Context: an optimization exercise on an open-source flow, tuned for small area. The choices shown serve that exercise and are no tape-out recipe.
The RTL was checked by simulation tests, not by an equivalence proof against the original design.
Power figures rest on the tool's default switching activity, not on a simulated workload.

[design/flow/design.v]
package jtt_pkg;
    localparam int unsigned JTT_ADDR_W    = 12;
    localparam int unsigned JTT_IDX_W     = 5;
    localparam int unsigned JTT_NUM_BANKS = 4;
    localparam int unsigned BANK_W  = (JTT_NUM_BANKS > 1) ? $clog2(JTT_NUM_BANKS) : 1;
    localparam int unsigned ENTRIES = JTT_NUM_BANKS << JTT_IDX_W;
    typedef enum logic [0:0] {
        INIT,
        READY
    } jtt_state_t;
    typedef struct packed {
        logic                  vld;
        logic [JTT_ADDR_W-1:0] tgt;
    } jtt_entry_t;
endpackage
module jtt_rel_adder #(
    parameter int unsigned ADDR_W = 12
) (
    input  logic [ADDR_W-1:0] pc_i,
    input  logic [ADDR_W-1:0] ofs_i,
    output logic [ADDR_W-1:0] sum_o,
    output logic              carry_o
);
    always_comb begin
        {carry_o, sum_o} = {1'b0, pc_i} + {1'b0, ofs_i};
    end
endmodule
import jtt_pkg::*;
module jump_target_table #(
    parameter int unsigned ADDR_W    = JTT_ADDR_W,
    parameter int unsigned IDX_W     = JTT_IDX_W,
    parameter int unsigned NUM_BANKS = JTT_NUM_BANKS
) (
    input  logic                                 clk_i,
    input  logic                                 rst_ni,
    input  logic [((NUM_BANKS > 1) ? $clog2(NUM_BANKS) : 1)-1:0]     bank_sel,
    input  logic                                 rd_en,
    input  logic [IDX_W-1:0]                     rd_idx,
    input  logic                                 rel_mode,
    input  logic [ADDR_W-1:0]                    pc,
    output logic [ADDR_W-1:0]                    jump,
    output logic                                 jump_valid,
    output logic                                 rd_err,
    output logic                                 wrap,
    input  logic                                 wr_en,
    input  logic [((NUM_BANKS > 1) ? $clog2(NUM_BANKS) : 1)-1:0]     wr_bank,
    input  logic [IDX_W-1:0]                     wr_idx,
    input  logic [ADDR_W-1:0]                    wr_data,
    output logic                                 wr_ready,
    output logic                                 init_done
);
    localparam int unsigned BankW   = ((NUM_BANKS > 1) ? $clog2(NUM_BANKS) : 1);
    localparam int unsigned Entries = NUM_BANKS << IDX_W;
    localparam int unsigned LinW    = BankW + IDX_W;
    localparam logic [LinW-1:0]  LastCnt   = LinW'(Entries - 1);
    localparam logic [BankW:0]   NumBanksL = (BankW + 1)'(NUM_BANKS);
    typedef struct packed {
        logic              vld;
        logic [ADDR_W-1:0] tgt;
    } entry_t;
    jtt_pkg::jtt_state_t state_q, state_d;
    logic [LinW-1:0]   cnt_q, cnt_d;
    logic [Entries-1:0] vld_q;
    logic [ADDR_W-1:0]  tgt_mem [Entries];
    logic [ADDR_W-1:0] jump_q, jump_d;
    logic              jump_valid_q, jump_valid_d;
    logic              rd_err_q, rd_err_d;
    logic              wrap_q, wrap_d;
    logic              ready;
    logic              wr_fire;
    logic [LinW-1:0]   wr_addr;
    logic [LinW-1:0]   rd_addr;
    logic              rd_bank_ok;
    entry_t            rd_entry;
    logic [ADDR_W-1:0] rel_sum;
    logic              rel_carry;
    always_ff @(posedge clk_i or negedge rst_ni) begin
        if (!rst_ni) begin
            state_q <= INIT;
            cnt_q   <= '0;
        end else begin
            state_q <= state_d;
            cnt_q   <= cnt_d;
        end
    end
    always_comb begin
        state_d = state_q;
        cnt_d   = cnt_q;
        unique case (state_q)
            INIT: begin
                cnt_d = cnt_q + 1'b1;
                if (cnt_q == LastCnt) begin
                    state_d = READY;
                end
            end
            READY: begin
                state_d = READY;
            end
            default: begin
                state_d = INIT;
            end
        endcase
    end
    assign ready = (state_q == READY);
    assign wr_addr    = {wr_bank, wr_idx};
    assign rd_addr    = {bank_sel, rd_idx};
    assign wr_fire    = wr_en && ready && ({1'b0, wr_bank} < NumBanksL);
    assign rd_bank_ok = ({1'b0, bank_sel} < NumBanksL);
    always_ff @(posedge clk_i) begin
        if (!ready) begin
            vld_q[cnt_q] <= 1'b0;
        end else if (wr_fire) begin
            vld_q[wr_addr] <= 1'b1;
        end
    end
    always_ff @(posedge clk_i) begin
        if (wr_fire) begin
            tgt_mem[wr_addr] <= wr_data;
        end
    end
    always_comb begin
        rd_entry.vld = 1'b0;
        rd_entry.tgt = '0;
        if (rd_bank_ok) begin
            rd_entry.vld = vld_q[rd_addr];
            rd_entry.tgt = tgt_mem[rd_addr];
            if (wr_fire && (wr_addr == rd_addr)) begin
                rd_entry.vld = 1'b1;
                rd_entry.tgt = wr_data;
            end
        end
    end
    jtt_rel_adder #(
        .ADDR_W (ADDR_W)
    ) u_rel_adder (
        .pc_i    (pc),
        .ofs_i   (rd_entry.tgt),
        .sum_o   (rel_sum),
        .carry_o (rel_carry)
    );
    always_comb begin
        jump_d       = jump_q;
        jump_valid_d = 1'b0;
        rd_err_d     = 1'b0;
        wrap_d       = 1'b0;
        if (rd_en) begin
            if (!ready || !rd_entry.vld) begin
                rd_err_d = 1'b1;
                jump_d   = '0;
            end else begin
                jump_valid_d = 1'b1;
                if (rel_mode) begin
                    jump_d = rel_sum;
                    wrap_d = rel_carry;
                end else begin
                    jump_d = rd_entry.tgt;
                end
            end
        end
    end
    always_ff @(posedge clk_i or negedge rst_ni) begin
        if (!rst_ni) begin
            jump_q       <= '0;
            jump_valid_q <= 1'b0;
            rd_err_q     <= 1'b0;
            wrap_q       <= 1'b0;
        end else begin
            jump_q       <= jump_d;
            jump_valid_q <= jump_valid_d;
            rd_err_q     <= rd_err_d;
            wrap_q       <= wrap_d;
        end
    end
    assign jump       = jump_q;
    assign jump_valid = jump_valid_q;
    assign rd_err     = rd_err_q;
    assign wrap       = wrap_q;
    assign wr_ready   = ready;
    assign init_done  = ready;
endmodule
[design/flow/run.sh]
#!/bin/bash
# synth_recipe.tcl (not shown) runs the flow's synth.tcl, then flattens the netlist and writes it again
# the make line also repeats each setting of config.mk as NAME=value (left out here)
make -C /OpenROAD-flow-scripts/flow DESIGN_CONFIG=/design/flow/config.mk WORK_HOME=/design/flow/orfs CLKGATE_MAP_FILE= SYNTH_SCRIPT=/design/flow/synth_recipe.tcl finish
[design/flow/config.mk]
export PLATFORM = sky130hd
export DESIGN_NAME = jump_target_table
export DESIGN_NICKNAME = jump_target_table
export VERILOG_FILES = /design/flow/design.v
export SDC_FILE = /design/flow/constraint.sdc
export NUM_CORES = 4
export LEC_CHECK = 0
export CAP_MARGIN = 20
export CORE_MARGIN = 2
export CORE_UTILIZATION = 40
export SLEW_MARGIN = 20
[design/flow/constraint.sdc]
create_clock -name core_clock -period 6.0 [get_ports {clk_i}]
set_input_delay 1.2000 -clock core_clock [delete_from_list [all_inputs] [get_ports {clk_i}]]
set_output_delay 1.2000 -clock core_clock [all_outputs]
set_load 0.01 [all_outputs]
==> notes.md <==
## layer usage
| metal | wire, um | part of all wire [%] | vias up | track usage [%] |
|---|---|---|---|---|
| met3 | 13500 | 7.7 | 236 | 3.56 |
| met4 | 4400 | 2.5 | 0 | 5.64 |
| met2 | 83600 | 47 | 1538 | 31.7 |
| met5 | 0 | 0 | - | 0 |
| met1 | 75100 | 43 | 18900 | 29.5 |
| li1 | - | - | 14700 | - |
## synth_stat cells (17+ instances only)
| library cell | instances | share of area [%] |
|---|---|---|
| mux2i_1 | 19 | 0.28 |
| nand3_1 | 29 | 0.21 |
| o21ai_0 | 141 | 1.0 |
| o22ai_1 | 20 | 0.18 |
| xnor2_1 | 17 | 0.22 |
| a22oi_1 | 73 | 0.80 |
| o211ai_1 | 19 | 0.21 |
| a21oi_1 | 83 | 0.61 |
| nor3_1 | 25 | 0.18 |
| buf_2 | 56 | 0.41 |
| edfxtp_1 | 1664 | 73 |
| dfrtp_1 | 23 | 0.84 |
| nand2_1 | 82 | 0.45 |
| clkbuf_1 | 86 | 0.47 |
| nor2_1 | 190 | 1.0 |
| buf_6 | 30 | 0.50 |
| mux4_1 | 28 | 1.1 |
| mux4_2 | 422 | 14 |
| a221oi_1 | 27 | 0.35 |
| a22o_1 | 32 | 0.41 |
| ha_1 | 19 | 0.35 |
| a31oi_1 | 75 | 0.69 |
## flip-flops by register name (all words and copies together), names as in the netlist
register	count
cnt_q	7
jump_q	12
jump_valid_q	1
rd_err_q	1
state_q	1
tgt_mem	1536
vld_q	128
wrap_q	1
## worst max-delay path: stages
cell	delay, ps
buf_8	230
buf_12	210
mux4_2	520
mux4_2	480
mux2i_1	320
o21ai_0	360
o21ai_1	500
inv_1	100
ha_1	310
a211oi_1	350
o21ai_0	230
nand2_1	100
o21ai_0	150
o41ai_1	340
xnor2_1	160
mux2i_1	90
o2bb2ai_1	150
## worst min-delay path by stage
stage	to	slack [ps]	cells past startpoint
floorplan	cnt_q[6]	500	1
global placement	jump_q[2]	480	1
detailed placement	jump_q[2]	480	1
CTS	jump_q[2]	490	1
global route	jump_q[2]	510	1
finish	jump_q[2]	490	1
## area by class of cell
class	count	share of cell area (%)
Sequential cell	1687	64.9
Multi-Input combinational cell	1449	20.9
Clock buffer	215	5.71
Timing Repair Buffer	343	3.77
Tap cell	2218	3.57
Clock inverter	79	0.987
Inverter	17	0.0820
Antenna cell	1	0.00322
## through the flow
stage	instances	power, mW	hold WS, ps	cell area (sq um)	util, %
3_5_place_dp	5713	14.5	477	72600	42.9
6_report	6009	24.4	494	77800	46.0
5_1_grt	6008	25.1	508	77800	46.0
2_1_floorplan	3358	13.9	500	68100	-
3_3_place_gp	5712	14.5	481	72600	42.9
4_1_cts	6007	24.6	493	77800	46.0
## report_power, final
| part | leakage (nW) | internal (mW) | switching [mW] |
|---|---|---|---|
| Clock | 2.53 | 5.68 | 4.45 |
| Sequential | 15.5 | 12.9 | 0.000702 |
| Combinational | 6.60 | 0.525 | 0.837 |
| Total | 24.6 | 19.1 | 5.28 |
## logic make-up after synthesis
logic type | share of synthesized area, %
DFF | 74.2
muxes | 15.4
xor gates and xnor gates | 0.371
and+or+nand+nor | 2.84
buffers and inverters | 2.02
adders and majority gates | 0.378
AOI/OAI and AO/OA | 4.85
==> results.toml <==
[run_status]
status = "no timing/DRC/antenna violations"

[placed_design]
place.gp.congestion = 0.868
dpl_worst_slack_ps = 146
io_buffers = 59
place_hpwl_um = 111000

[cts]
ctsLongestPathBuffers = 3
cts_tree = "yes"
postCtsSetupBuffers = 0
clockRootBuffer = "clkbuf_16"
post_cts_resized = 0
cts_hold_buf = 0
clk_latency_ps = 790
cts.sinks = 1687
cts_buffers = 168
cts_max_level = 4
clkTransAtPathRegs_ps = 60

[hold_path]
hp-start = "jump_q[2]"
hp-class = "flop to flop"

[timing]
finClkSkew_ps = 37.3
period_needed_ps = 5110
tightest_slew_ps = 1160
setup_violations = 0
slew_viol_final = 0
slew_headroom_pct = 22.9
fin_ws_ps = 888
tns_ps = 0
post-route-period-util_pct = 85.2
max_freq_ghz = 0.196
hold_violations = 0
grt_setup_unrepaired = "false"

[power]
p_leak_nw = 24.6
vdd_drop_max_mv = 0.260
powerDensity_nw_per_um2 = 314

[routing]
drt_iter0_drc = 4434
routed_wirelength_um = 177000
ant_nets = 0
routedWlPerCell_um = 29.4
drc = 0
drt_first_pass_iters = 7
vias = 35400
viasPerCell = 5.90

[flow_run]
max_cap_violations = 0

[critical_path]
start_kind = "input port"
critPathCaptureType = "flop"
r2r-start = "tgt_mem[47][1]"
path_max_fanout = 21
timing.critical_path.from = "rd_idx[0]"
path_class = "input port to flop"
r2r-end = "jump_q[11]"
crit_end = "jump_q[11]"
reg2reg_depth = 15
reg2reg_slack_ps = 1350
crit_arrival_ps = 5830
required_ps = 6720

[synthesis]
syn_area_sq_um = 68100
async_reset_ff_share_pct = 1.36
ys_types = 69
synth_ff_type = "edfxtp_1"
synth.ff_latch_count = 1687
yosysSeqAreaShare_pct = 74.2
syn_avg_cell_area_sq_um = 20.3
syn_inst = 3358
syn_nets = 3421
synth-edff-count = 1664
ys_warn_count = 2

[floorplanning]
coreArea_sq_um = 169000
initial_core_util_pct = 40.2
dieArea_sq_um = 174000
die_height_um = 417
fp-row-count = 151
die_w_um = 417
io_pins = 60

[grt]
gr-usage-all-layers_pct = 20.3
grt_max_degree = 89
antenna_found_initial = 3
overflow = 0
grt_pass1_wl_um = 256000
grt_pass1_vias = 35300

[layout]
num-fill-cells = 14200
layout-drive-gt1-share_pct = 26.3
seq_area_sq_um = 50500
multi_input_area_sq_um = 16300
nets = 3729
syn_to_final_growth_pct = 14.2
final_common_cell = "edfxtp_1"
mostFrequentLayoutCells = "edfxtp_1, mux4_2, buf_4"

-- separate check: timing with driven ports --
The results above use ideal ports. As a check the final layout listed here was re-extracted and re-timed, cells and wires unchanged. Step 1 assumes that a clkbuf_16 drives the clock port and a buf_2 every other input. Step 2, shift: input delay + t, output delay - t, t = (earliest + latest rising clock arrival at the registers) / 2. This alone moves slack from input paths to output paths. Slacks: ideal / step 1 / step 2; pairs: ideal / step 1.
t (ns): 0.851
slack for setup (ns): 0.888 / 0.918 / 0.067
worst hold slack (ns): 0.494 / 0.494 / 0.494
slew at the worst register clock pin (ns): 0.07 / 0.07
cell pins on the clock port's net: 1
After both steps setup and hold are still met in this run. For this run, drivers alone change the setup slack by +0.030 ns; drivers and shift together by -0.821 ns.
